What follows belongs to an exercise in optimizing a design on an open flow for small area and few clock cycles; a production flow would make more cautious choices.
The RTL was checked by simulation tests, not by an equivalence proof against the original design.

### config.mk
export PLATFORM = sky130hd
export DESIGN_NAME = feature_window_ctrl
export DESIGN_NICKNAME = feature_window_ctrl
export VERILOG_FILES = /design/flow/design.v
export SDC_FILE = /design/flow/constraint.sdc
export NUM_CORES = 4
export LEC_CHECK = 0
export CAP_MARGIN = 20
export CORE_MARGIN = 2
export CORE_UTILIZATION = 40
export SLEW_MARGIN = 20
### run.sh
#!/bin/bash
# synth_recipe.tcl (not shown) runs the flow's synth.tcl, then flattens the netlist and writes it again
# the make line also repeats each setting of config.mk as NAME=value (left out here)
make -C /OpenROAD-flow-scripts/flow DESIGN_CONFIG=/design/flow/config.mk WORK_HOME=/design/flow/orfs CLKGATE_MAP_FILE= SYNTH_SCRIPT=/design/flow/synth_recipe.tcl finish
### constraint.sdc
create_clock -name core_clock -period 10.0 [get_ports {clk}]
set_input_delay 2.0000 -clock core_clock [delete_from_list [all_inputs] [get_ports {clk}]]
set_output_delay 2.0000 -clock core_clock [all_outputs]
set_load 0.01 [all_outputs]
### design.v
`timescale 1ns/10ps
`default_nettype none
module feature_mem (
    input  wire              clk,
    input  wire              wr_en,
    input  wire  [6:0]       wr_pair,
    input  wire  [15:0]      wr_data,
    input  wire  [8*5-1:0]   bank_sel,
    output logic [8*16-1:0]  bank_data
);
    genvar p, q, i;
    logic [15:0] slot0 [128];
    logic [15:0] slot1 [128];
    generate
        for (p = 0; p < 128; p++)
        begin : g_pair
            always_ff @(posedge clk)
            begin
                slot1[p] <= slot0[p];
                if (wr_en && wr_pair == 7'(p))
                    slot0[p] <= wr_data;
                else
                    slot0[p] <= slot1[p];
            end
        end
        for (q = 0; q < 8; q++)
        begin : g_bank
            logic [15:0] word [32];
            for (i = 0; i < 16; i++)
            begin : g_entry
                localparam int P = i * 8 + ((q - (i % 8) + 8) % 8);
                assign word[2*i]     = slot0[P];
                assign word[2*i + 1] = slot1[P];
            end
            assign bank_data[q*16 +: 16] = word[bank_sel[q*5 +: 5]];
        end
    endgenerate
endmodule
`default_nettype wire
`timescale 1ns/10ps
`default_nettype none
module feature_window_ctrl #(
    parameter int FMAP_WIDTH  = 8,
    parameter int FMAP_HEIGHT = 6
)(
    input  wire          clk,
    input  wire          rst_n,
    input  wire          wb_cyc,
    input  wire          wb_stb,
    input  wire          wb_we,
    input  wire  [7:0]   wb_adr,
    input  wire  [15:0]  wb_dat_w,
    output logic [15:0]  wb_dat_r,
    output logic         wb_ack,
    input  wire          start,
    input  wire          kernel_mode,    
    input  wire  [7:0]   fmap_base,
    output logic         busy,
    output logic         window_valid,
    output logic [143:0] window_data
);
    function automatic logic [2:0] bank_of(input logic [7:0] a);
        bank_of = a[3:1] + a[6:4];
    endfunction
    logic ph;
    always_ff @(posedge clk)
        ph <= !ph;
    logic        wb_req;
    logic        wr_now;
    logic        buf_v;
    logic [7:0]  buf_a;
    logic [15:0] buf_d;
    logic        buf_go;
    logic        wr_en;
    logic [6:0]  wr_pair;
    logic [15:0] wr_data;
    assign wb_req = wb_cyc && wb_stb && !wb_ack;
    assign wr_now = wb_req && wb_we && (ph ^ wb_adr[0]);
    assign buf_go = buf_v && (ph ^ buf_a[0]);
    assign wr_en   = buf_go || wr_now;
    assign wr_pair = buf_go ? buf_a[7:1] : wb_adr[7:1];
    assign wr_data = buf_go ? buf_d : wb_dat_w;
    always_ff @(posedge clk)
    begin
        if (wb_req && wb_we && !wr_now)
        begin
            buf_v <= 1'b1;
            buf_a <= wb_adr;
            buf_d <= wb_dat_w;
        end
        else if (buf_go)
            buf_v <= 1'b0;
    end
    logic       mode_q;
    logic [7:0] addr_q;
    logic [5:0] n_q;
    logic       start_ok;
    logic       scan_rd;
    logic [7:0] a0;
    logic       m3;
    logic [5:0] n_cur;
    assign start_ok = start && !busy;
    assign scan_rd  = start_ok || (busy && n_q != (mode_q ? 6'd32 : 6'd48));
    assign a0       = busy ? addr_q : fmap_base;
    assign m3       = busy ? mode_q : kernel_mode;
    assign n_cur    = busy ? n_q : 6'd0;
    always_ff @(posedge clk or negedge rst_n)
    begin
        if (!rst_n)
        begin
            busy   <= 1'b0;
            mode_q <= 1'b0;
            addr_q <= '0;
            n_q    <= '0;
        end
        else if (start_ok)
        begin
            busy   <= 1'b1;
            mode_q <= kernel_mode;
            addr_q <= fmap_base + 8'd1;
            n_q    <= 6'd1;
        end
        else if (busy)
        begin
            if (scan_rd)
            begin
                addr_q <= addr_q + 8'd1;
                n_q    <= n_q + 6'd1;
            end
            else
                busy <= 1'b0;
        end
    end
    always_ff @(posedge clk or negedge rst_n)
    begin
        if (!rst_n)
            window_valid <= 1'b0;
        else
            window_valid <= scan_rd && (!m3 || n_cur[2:0] >= 3'd2);
    end
    logic [7:0]      a1;
    logic [7:0]      a2;
    logic [2:0]      b0;
    logic [2:0]      b1;
    logic [2:0]      b2;
    logic [2:0]      bw;
    logic            wb_conf;
    logic [8*5-1:0]  bank_sel;
    logic [8*16-1:0] bank_data;
    assign a1 = a0 + 8'd8;
    assign a2 = a0 + 8'd16;
    assign b0 = bank_of(a0);
    assign b1 = bank_of(a1);
    assign b2 = bank_of(a2);
    assign bw = bank_of(wb_adr);
    assign wb_conf = scan_rd && (bw == b0 || (m3 && (bw == b1 || bw == b2)));
    function automatic logic [4:0] sel_of(input logic [7:0] a, input logic p);
        sel_of = {a[7:4], p ^ a[0]};
    endfunction
    always_comb
    begin
        for (int q = 0; q < 8; q++)
        begin
            if (scan_rd && b0 == 3'(q))
                bank_sel[q*5 +: 5] = sel_of(a0, ph);
            else if (scan_rd && m3 && b1 == 3'(q))
                bank_sel[q*5 +: 5] = sel_of(a1, ph);
            else if (scan_rd && m3 && b2 == 3'(q))
                bank_sel[q*5 +: 5] = sel_of(a2, ph);
            else
                bank_sel[q*5 +: 5] = sel_of(wb_adr, ph);
        end
    end
    feature_mem u_mem (
        .clk       (clk),
        .wr_en     (wr_en),
        .wr_pair   (wr_pair),
        .wr_data   (wr_data),
        .bank_sel  (bank_sel),
        .bank_data (bank_data)
    );
    function automatic logic [15:0] bank_pick(input logic [8*16-1:0] bd, input logic [2:0] q);
        bank_pick = bd[q*16 +: 16];
    endfunction
    logic [15:0] lane0, lane1, lane2, lanew;
    assign lane0 = bank_pick(bank_data, b0);
    assign lane1 = bank_pick(bank_data, b1);
    assign lane2 = bank_pick(bank_data, b2);
    assign lanew = bank_pick(bank_data, bw);
    always_ff @(posedge clk or negedge rst_n)
    begin
        if (!rst_n)
            wb_ack <= 1'b0;
        else
            wb_ack <= wb_req && (wb_we || !wb_conf);
    end
    always_ff @(posedge clk)
        wb_dat_r <= lanew;
    always_ff @(posedge clk)
    begin
        if (m3)
        begin
            window_data[0*16 +: 16] <= window_data[1*16 +: 16];
            window_data[1*16 +: 16] <= window_data[2*16 +: 16];
            window_data[2*16 +: 16] <= lane0;
            window_data[3*16 +: 16] <= window_data[4*16 +: 16];
            window_data[4*16 +: 16] <= window_data[5*16 +: 16];
            window_data[5*16 +: 16] <= lane1;
            window_data[6*16 +: 16] <= window_data[7*16 +: 16];
            window_data[7*16 +: 16] <= window_data[8*16 +: 16];
            window_data[8*16 +: 16] <= lane2;
        end
        else
            window_data <= {128'd0, lane0};
    end
endmodule
`default_nettype wire
==> Flow_metrics.wiki <==
{| class="wikitable"
! Metric !! Value
|-
| Run status || timing/DRC/antenna clean
|-
| DRC violations left || 0
|-
| Sequential area share after synthesis || 55.9%
|-
| Initial core utilization || roughly 40%
|-
| Hold violation total from the final report || 0
|-
| Number of global-route vias before repair || approximately 130k
|-
| RSZ-0062 raised after global routing || false
|-
| Maximum number of pins on one net before global-route repair || approximately 130
|-
| Count of endpoints failing setup in the final report || 0
|-
| Mean instance size in the synthesized netlist || 9.37 um2
|-
| Die outline height || approximately 630 um
|-
| Kind of critical path || input port to register
|-
| Final Hold Slack || 0.284 ns
|-
| Max Clk Rate || around 0.10 GHz
|-
| Detailed Route Iter0 Violations || ~20k
|-
| Layout area overhead || 18.2%
|-
| Final standard cell area without fillers || 183000 um2
|-
| TritonCTS clock tree || yes
|-
| Global-route wire length before repair || ~1000000 um
|-
| Hold/Removal Path Class || register to register
|-
| Flip-flop and latch count after synthesis || ~4.3k
|-
| Final count of pins violating max slew || 0
|-
| Top_reg_cell synth || sky130_fd_sc_hd__dfxtp_1
|-
| Count of flip-flops with a built-in enable after synthesis || 24
|-
| # clock sinks || about 4.3k
|-
| Synthesized instance count || around 16k
|-
| # Max-Cap Violations || 0
|-
| Unique masters post-synth || roughly 130
|-
| Source-to-sink clock delay at the later pin of the worst-skew pair || between 1 and 1.5 ns
|-
| Total wire length || around 700000 um
|-
| Placed instance area || between 150000 and 200000 um2
|-
| Number of setup buffers added after CTS || 0
|-
| Setup TNS after final layout || 0 ns
|-
| Cell Rows || between 200 and 250
|-
| Worst setup timing slack at the placement stage || -0.255 ns
|-
| Post-CTS Hold Buffers || 0
|-
| Mapped cell area || around 150000 um2
|-
| Final Util || about 47%
|-
| Ys Warns || 12
|-
| CP startpoint kind || input port
|-
| Die X-Extent || ~630 um
|-
| Residual overflow from global routing || 0
|-
| Area contributors post-synth || sky130_fd_sc_hd__dfxtp_1, sky130_fd_sc_hd__o21ai_0, sky130_fd_sc_hd__nand2_1
|-
| Worst slew margin relative to its limit || under 10%
|-
| Non-filler instance count after layout || around 22k
|-
| Overall fraction of global-route tracks in use || a little over a third
|-
| Resized cells post-CTS || 0
|-
| Detail-routed via count per cell || 6.25
|-
| Number of clock buffers inserted by TritonCTS || about 440
|-
| Number of ports placed on the die boundary || 202
|-
| Half-perimeter wire length after detailed placement || 488000 um
|-
| Cell count after placement || 21.4k
|-
| Clock transition at the register clock pins on the worst setup and hold paths after CTS || around 0.070 ns
|-
| WL per Instance || 32.4 um
|-
| Share of synthesized flip-flops with an asynchronous set or reset || less than 1%
|-
| Die ar. || just under 400000 um2
|-
| Fraction of synthesized cell area taken by the top area cell type || a little under three fifths
|-
| Critical-path maximum fanout || 23
|-
| Critical path arrival || 10.60 ns
|-
| Post-layout minimum cycle time || approximately 9.6 ns
|-
| Number of port buffers || 201
|-
| Final clock period utilization by the worst path || 96.2%
|-
| First-pass iteration count of the detailed router || 10
|-
| Proportion of layout cells with a drive suffix above 1 || ~14%
|-
| Sort of element at the end of the critical path || register
|-
| Worst endpoint required time || 10.97 ns
|-
| Core footprint || just under 400000 um2
|-
| H-tree levels || 5
|-
| Net count reported at finish || between 15k and 20k
|-
| Cell type with the largest total area after synthesis || sky130_fd_sc_hd__dfxtp_1
|-
| Global placement routability congestion || about 1.1
|-
| Residual antenna-violating net count after detailed routing || 0
|-
| Clock Skew || between 0.09 and 0.1 ns
|-
| Tightest Pin Transition || roughly 1.4 ns
|-
| Total number of vias || 139k
|-
| Cell chosen for the clock root || sky130_fd_sc_hd__clkbuf_16
|-
| Antenna violations before repair || 56
|-
| Final setup slack of the worst path || 0.377 ns
|-
| Leading cell types by count after synthesis || sky130_fd_sc_hd__dfxtp_1, sky130_fd_sc_hd__nand2_1, sky130_fd_sc_hd__o21ai_0, sky130_fd_sc_hd__nor2_1, sky130_fd_sc_hd__a21oi_1
|-
| Total nets after synthesis || ~17k
|-
| Top-count cell post-synth || sky130_fd_sc_hd__dfxtp_1
|-
| Bufs on Longest Clock Path || 4
|}
cell families (layout without fill, tap and decap cells):
group                      count (synthesis)  count (layout)  synth area share [%]
adders and majority gates                 13              13                 0.125
xor gates and xnor gates                  41              41                 0.254
buffers and inverters                   1425            2081                  3.82
muxes                                    537             537                  3.95
AOI/OAI and AO/OA                       5247            5247                  21.9
other                                      0              26                     0
and+or+nand+nor                         4921            4921                  14.0
DFF                                     4300            4300                  55.9
cells in the final DEF (no fill, tap or decap), types with 166 or more instances in the layout:
cell type / n
sky130_fd_sc_hd__o21ai_0: 1671
sky130_fd_sc_hd__clkbuf_16: 444
sky130_fd_sc_hd__dfxtp_1: 4257
sky130_fd_sc_hd__clkdlybuf4s50_1: 200
sky130_fd_sc_hd__a21oi_1: 1247
sky130_fd_sc_hd__nand3_1: 572
sky130_fd_sc_hd__nor2_1: 1182
sky130_fd_sc_hd__buf_4: 966
sky130_fd_sc_hd__nor3_1: 211
sky130_fd_sc_hd__nand2_1: 2100
sky130_fd_sc_hd__a22oi_1: 463
sky130_fd_sc_hd__mux2i_1: 330
sky130_fd_sc_hd__and3_1: 166
path summary, 6_finish.rpt:
check / start / to / slack [ns] / cells past startpoint
worst max-delay path: fmap_base[4] / window_data[9] / 0.38 / 24
worst min register to register: u_mem.slot0[5][14] / u_mem.slot1[5][14] / 0.28 / 0
max in group asynchronous: rst_n / window_valid / 8.63 / 1
worst min-delay path: u_mem.slot0[5][14] / u_mem.slot1[5][14] / 0.28 / 0
worst max register to register: busy / window_data[9] / 1.24 / 22
min in group asynchronous: rst_n / addr_q[7] / 0.97 / 1
registers in the layout (all words and copies together) (netlist names):
register,cells
u_mem.slot0,2048
u_mem.slot1,2048
window_data,144
buf_d,16
wb_dat_r,16
addr_q,8
buf_a,8
n_q,6
buf_v,1
busy,1
mode_q,1
ph,1
wb_ack,1
window_valid,1
critical path, stage by stage:
cell,delay [ns]
sky130_fd_sc_hd__clkdlybuf4s50_1,0.52
sky130_fd_sc_hd__mux2i_4,0.21
sky130_fd_sc_hd__clkinv_1,0.34
sky130_fd_sc_hd__ha_1,0.44
sky130_fd_sc_hd__inv_1,0.07
sky130_fd_sc_hd__fa_1,0.65
sky130_fd_sc_hd__buf_4,0.39
sky130_fd_sc_hd__nand2_1,0.12
sky130_fd_sc_hd__nor2_1,0.60
sky130_fd_sc_hd__nand2_1,0.36
sky130_fd_sc_hd__o2111ai_2,0.47
sky130_fd_sc_hd__nand2_2,0.48
sky130_fd_sc_hd__buf_4,0.38
sky130_fd_sc_hd__nor2_1,0.64
sky130_fd_sc_hd__a32oi_1,0.20
sky130_fd_sc_hd__o22ai_1,0.15
sky130_fd_sc_hd__nor4_1,0.08
sky130_fd_sc_hd__buf_4,0.17
sky130_fd_sc_hd__a31oi_1,0.41
sky130_fd_sc_hd__buf_4,0.27
sky130_fd_sc_hd__o22ai_1,0.11
sky130_fd_sc_hd__nor4bb_2,1.05
sky130_fd_sc_hd__buf_4,0.26
sky130_fd_sc_hd__mux2_2,0.13
layer usage:
| metal | GRT usage [%] | wire (um) | share of wire (%) | vias to the layer above |
|---|---|---|---|---|
| li1 | - | - | - | 60182 |
| met1 | 47.1 | 287000 | 40 | 67631 |
| met2 | 51.0 | 297000 | 41 | 9194 |
| met3 | 9.24 | 84500 | 12 | 1912 |
| met4 | 21.4 | 50900 | 7.1 | 40 |
| met5 | 0 | 436 | 0.061 | - |
cell type report:
class	instances	area, um2
Antenna cell	26	65.1
Clock buffer	595	12500
Clock inverter	226	3020
Fill cell	36227	202000
Inverter	40	150
Multi-Input combinational cell	10759	63800
Sequential cell	4300	86400
Tap cell	5060	6330
Timing Repair Buffer	1220	10300
Testbench counts, summed over its fixed seeds: cycles 9,166.

-- what the ideal ports hide --
In the flow no input, the clock included, has a driving cell. The finished layout below was timed again as built, in two steps. Step 1 (the two cells are an assumption about what drives the block):
set clk [get_ports {clk}]
set_driving_cell -lib_cell sky130_fd_sc_hd__clkbuf_16 $clk
set_driving_cell -lib_cell sky130_fd_sc_hd__buf_2 [delete_from_list [all_inputs] $clk]
Step 2 adds t to the input delays and takes it off the output delays; t is the mean of the earliest and latest rising clock arrival at the registers after step 1. Input paths then give back, and output paths get back, about the clock's delay inside the block. Slacks: no drivers / after step 1 / after step 2; pairs: no drivers / after step 1.
t, ns: 1.133
slack for setup (ns): 0.377 / 0.360 / -0.773
clock arrival spread, ns: 0.105 / 0.105
pins driven straight from the clock port: 1
With both steps, setup timing fails in this run, where it was met with ideal ports. For this run, drivers alone change the setup slack by -0.017 ns; drivers and shift together by -1.150 ns.
